Background: an optimization exercise with open tools, aiming at small area, a short achievable clock period and few clock cycles per item. Do not read the settings as production practice. The RTL was checked by simulation tests, not by an equivalence proof against the original design. Power and IR drop assume default switching activity.

## shortest_remaining_time_scheduler
module shortest_remaining_time_scheduler (
  input  logic                          clk,
  input  logic                          rst,
  input  logic                          in_valid,
  output logic                          in_ready,
  input  srtf_pkg::in_item_t            in_data,
  output logic                          out_valid,
  input  logic                          out_ready,
  output srtf_pkg::out_item_t           out_data,
  input  logic                          cfg_valid,
  output logic                          cfg_ready,
  input  logic [srtf_pkg::PC_W-1:0]     cfg_data
);
==> flow/config.mk <==
export PLATFORM = sky130hd
export DESIGN_NAME = shortest_remaining_time_scheduler
export DESIGN_NICKNAME = shortest_remaining_time_scheduler
export VERILOG_FILES = /design/flow/design.v
export SDC_FILE = /design/flow/constraint.sdc
export NUM_CORES = 4
export LEC_CHECK = 0
export CAP_MARGIN = 20
export CORE_MARGIN = 2
export CORE_UTILIZATION = 55
export CTS_CLUSTER_DIAMETER = 60
export CTS_CLUSTER_SIZE = 20
export SETUP_SLACK_MARGIN = 5
export SLEW_MARGIN = 20
export TNS_END_PERCENT = 5
==> flow/constraint.sdc <==
create_clock -name core_clock -period 10.0 [get_ports {clk}]
set_input_delay 2.0000 -clock core_clock [delete_from_list [all_inputs] [get_ports {clk}]]
set_output_delay 2.0000 -clock core_clock [all_outputs]
set_load 0.01 [all_outputs]
standard.sh (not shown) runs the stock make flow with config.mk's settings and CLKGATE_MAP_FILE= SYNTH_SCRIPT=/design/flow/synth_recipe.tcl, a recipe that flattens the netlist after the stock synthesis.
==> flow/flow/run.sh <==
#!/bin/bash
set -uo pipefail
MARGIN=$(cat flow/margin.txt)
sed -E "s/SETUP_SLACK_MARGIN=[0-9.]+/SETUP_SLACK_MARGIN=${MARGIN}/" standard.sh > standard_margin.sh
grep -q "SETUP_SLACK_MARGIN=${MARGIN} " standard_margin.sh || { echo "margin not set" >&2; exit 1; }
bash standard_margin.sh > flow_make.log 2>&1
==> flow/flow/margin.txt <==
6.5
The starting point completed with no timing, DRC or antenna violations.
Testbench counts at the start, summed over its fixed seeds: cycles 10,373, items 9,864.
Rerun with:
--- a/flow/design.v
+++ b/flow/design.v
@@ -346,22 +346,24 @@
       end
     end
   end
   always_ff @(posedge clk) begin
     if (rst || cfg_valid) begin
       p_chk <= 1'b1;
     end else if (recheck) begin
       p_chk <= 1'b0;
+    end else if (chk_due && !(|(cand & lt))) begin
+      p_chk <= 1'b0;
     end else if (tick_go) begin
       p_chk <= (run && !comp && !switch_job) ? |(newarr & lt) : |newarr;
     end
     if (recheck) begin
       p_hit <= |(cand & lt);
-    end else if (tick_go) begin
+    end else if (chk_due || tick_go) begin
       p_hit <= 1'b0;
     end
   end
   logic [TW-1:0] hr_m1, hr_m2, act_m1;
   logic          unused_c1, unused_c2, unused_c3, cont;
   srtf_add #(.W(TW)) u_dec1 (
     .a (held_rem), .b ({TW{1'b1}}), .cin (1'b0), .sum (hr_m1), .cout (unused_c1)
   );
- maximum frequency hardly moves
- cell area is about the same
- power went down by a few percent
- via count went up slightly
- combinational power went down by a quarter to a third
- non-clock buffer count went down by 22
- routed wire length went up slightly
- setup slack gets worse by 0.0077 ns
- sequential cell count stays the same
- area after synthesis went down slightly
- utilization went up by 0.27 points
- clock-buffer cell count went down by 3
- cell count stays flat
- hold slack gets better by 0.0038 ns
Testbench counts after the change, summed over its fixed seeds: cycles 10,268, items 9,864.

--- another note on this design; it stands on its own ---

==> flow/design.v (excerpt) <==
module shortest_remaining_time_scheduler (
  input  logic                          clk,
  input  logic                          rst,
  input  logic                          in_valid,
  output logic                          in_ready,
  input  srtf_pkg::in_item_t            in_data,
  output logic                          out_valid,
  input  logic                          out_ready,
  output srtf_pkg::out_item_t           out_data,
  input  logic                          cfg_valid,
  output logic                          cfg_ready,
  input  logic [srtf_pkg::PC_W-1:0]     cfg_data
);
For scale: ~1300 flip-flops, ~67000 um^2 of cells after synthesis.
==> flow/config.mk <==
export PLATFORM = sky130hd
export DESIGN_NAME = shortest_remaining_time_scheduler
export DESIGN_NICKNAME = shortest_remaining_time_scheduler
export VERILOG_FILES = /design/flow/design.v
export SDC_FILE = /design/flow/constraint.sdc
export NUM_CORES = 4
export LEC_CHECK = 0
export CAP_MARGIN = 20
export CORE_MARGIN = 2
export CORE_UTILIZATION = 55
export CTS_CLUSTER_DIAMETER = 80
export CTS_CLUSTER_SIZE = 25
export SETUP_SLACK_MARGIN = 5
export SLEW_MARGIN = 20
export TNS_END_PERCENT = 5
==> flow/constraint.sdc <==
create_clock -name core_clock -period 10.0 [get_ports {clk}]
set_input_delay 2.0000 -clock core_clock [delete_from_list [all_inputs] [get_ports {clk}]]
set_output_delay 2.0000 -clock core_clock [all_outputs]
set_load 0.01 [all_outputs]
standard.sh (not shown) runs the stock make flow with config.mk's settings and CLKGATE_MAP_FILE= SYNTH_SCRIPT=/design/flow/synth_recipe.tcl, a recipe that flattens the netlist after the stock synthesis.
==> flow/flow/run.sh <==
#!/bin/bash
set -uo pipefail
MARGIN=$(cat flow/margin.txt)
sed -E "s/SETUP_SLACK_MARGIN=[0-9.]+/SETUP_SLACK_MARGIN=${MARGIN}/" standard.sh > standard_margin.sh
grep -q "SETUP_SLACK_MARGIN=${MARGIN} " standard_margin.sh || { echo "margin not set" >&2; exit 1; }
bash standard_margin.sh > flow_make.log 2>&1
==> flow/flow/margin.txt <==
7.0
Testbench counts at the start, summed over its fixed seeds: cycles 10,268, items 9,864.
==> next run, changes <==
==> flow/flow/margin.txt (replaced) <==
6.5
Cell count drops by 2.1%.
Wire length drops by 3.8%.
Count of clock-buffer cells in the layout stays the same.
Clock skew drops by 0.013 ns.
Via count drops by 2.8%.
Setup slack is better by 0.13 ns.
Total power drops by 1.7%.
Fmax climbs by 3.4%.

-- port drivers added, routing unchanged --
The flow's constraints put no driver on any port. The routed layouts listed below were extracted and timed again, unchanged, in two steps. Step 1: set_driving_cell puts a clkbuf_16 on clk and a buf_2 on each other input, an assumption about the parent block. Step 2, shift: input delay + t, output delay - t, t = (earliest + latest rising clock arrival at the registers) / 2. This alone moves slack from input paths to output paths. Slacks: ideal / step 1 / step 2; pairs: ideal / step 1.
| run | t, ns | slack for setup (ns) | worst hold slack (ns) |
|---|---|---|---|
| the first run of note 1 | 0.834 | 5.970 / 5.970 / 5.450 | 0.418 / 0.418 / 0.418 |
| the second run of note 1 | 0.825 | 5.963 / 5.963 / 5.534 | 0.421 / 0.421 / 0.421 |
| the first run of note 2 | 0.797 | 5.948 / 5.948 / 5.577 | 0.426 / 0.426 / 0.426 |
| the second run of note 2 | 0.788 | 6.080 / 6.080 / 5.629 | 0.421 / 0.421 / 0.421 |
After both steps every run listed still meets setup and hold. For the first run of note 1, which loses most, drivers alone change the setup slack by 0.000 ns; drivers and shift together by -0.520 ns.
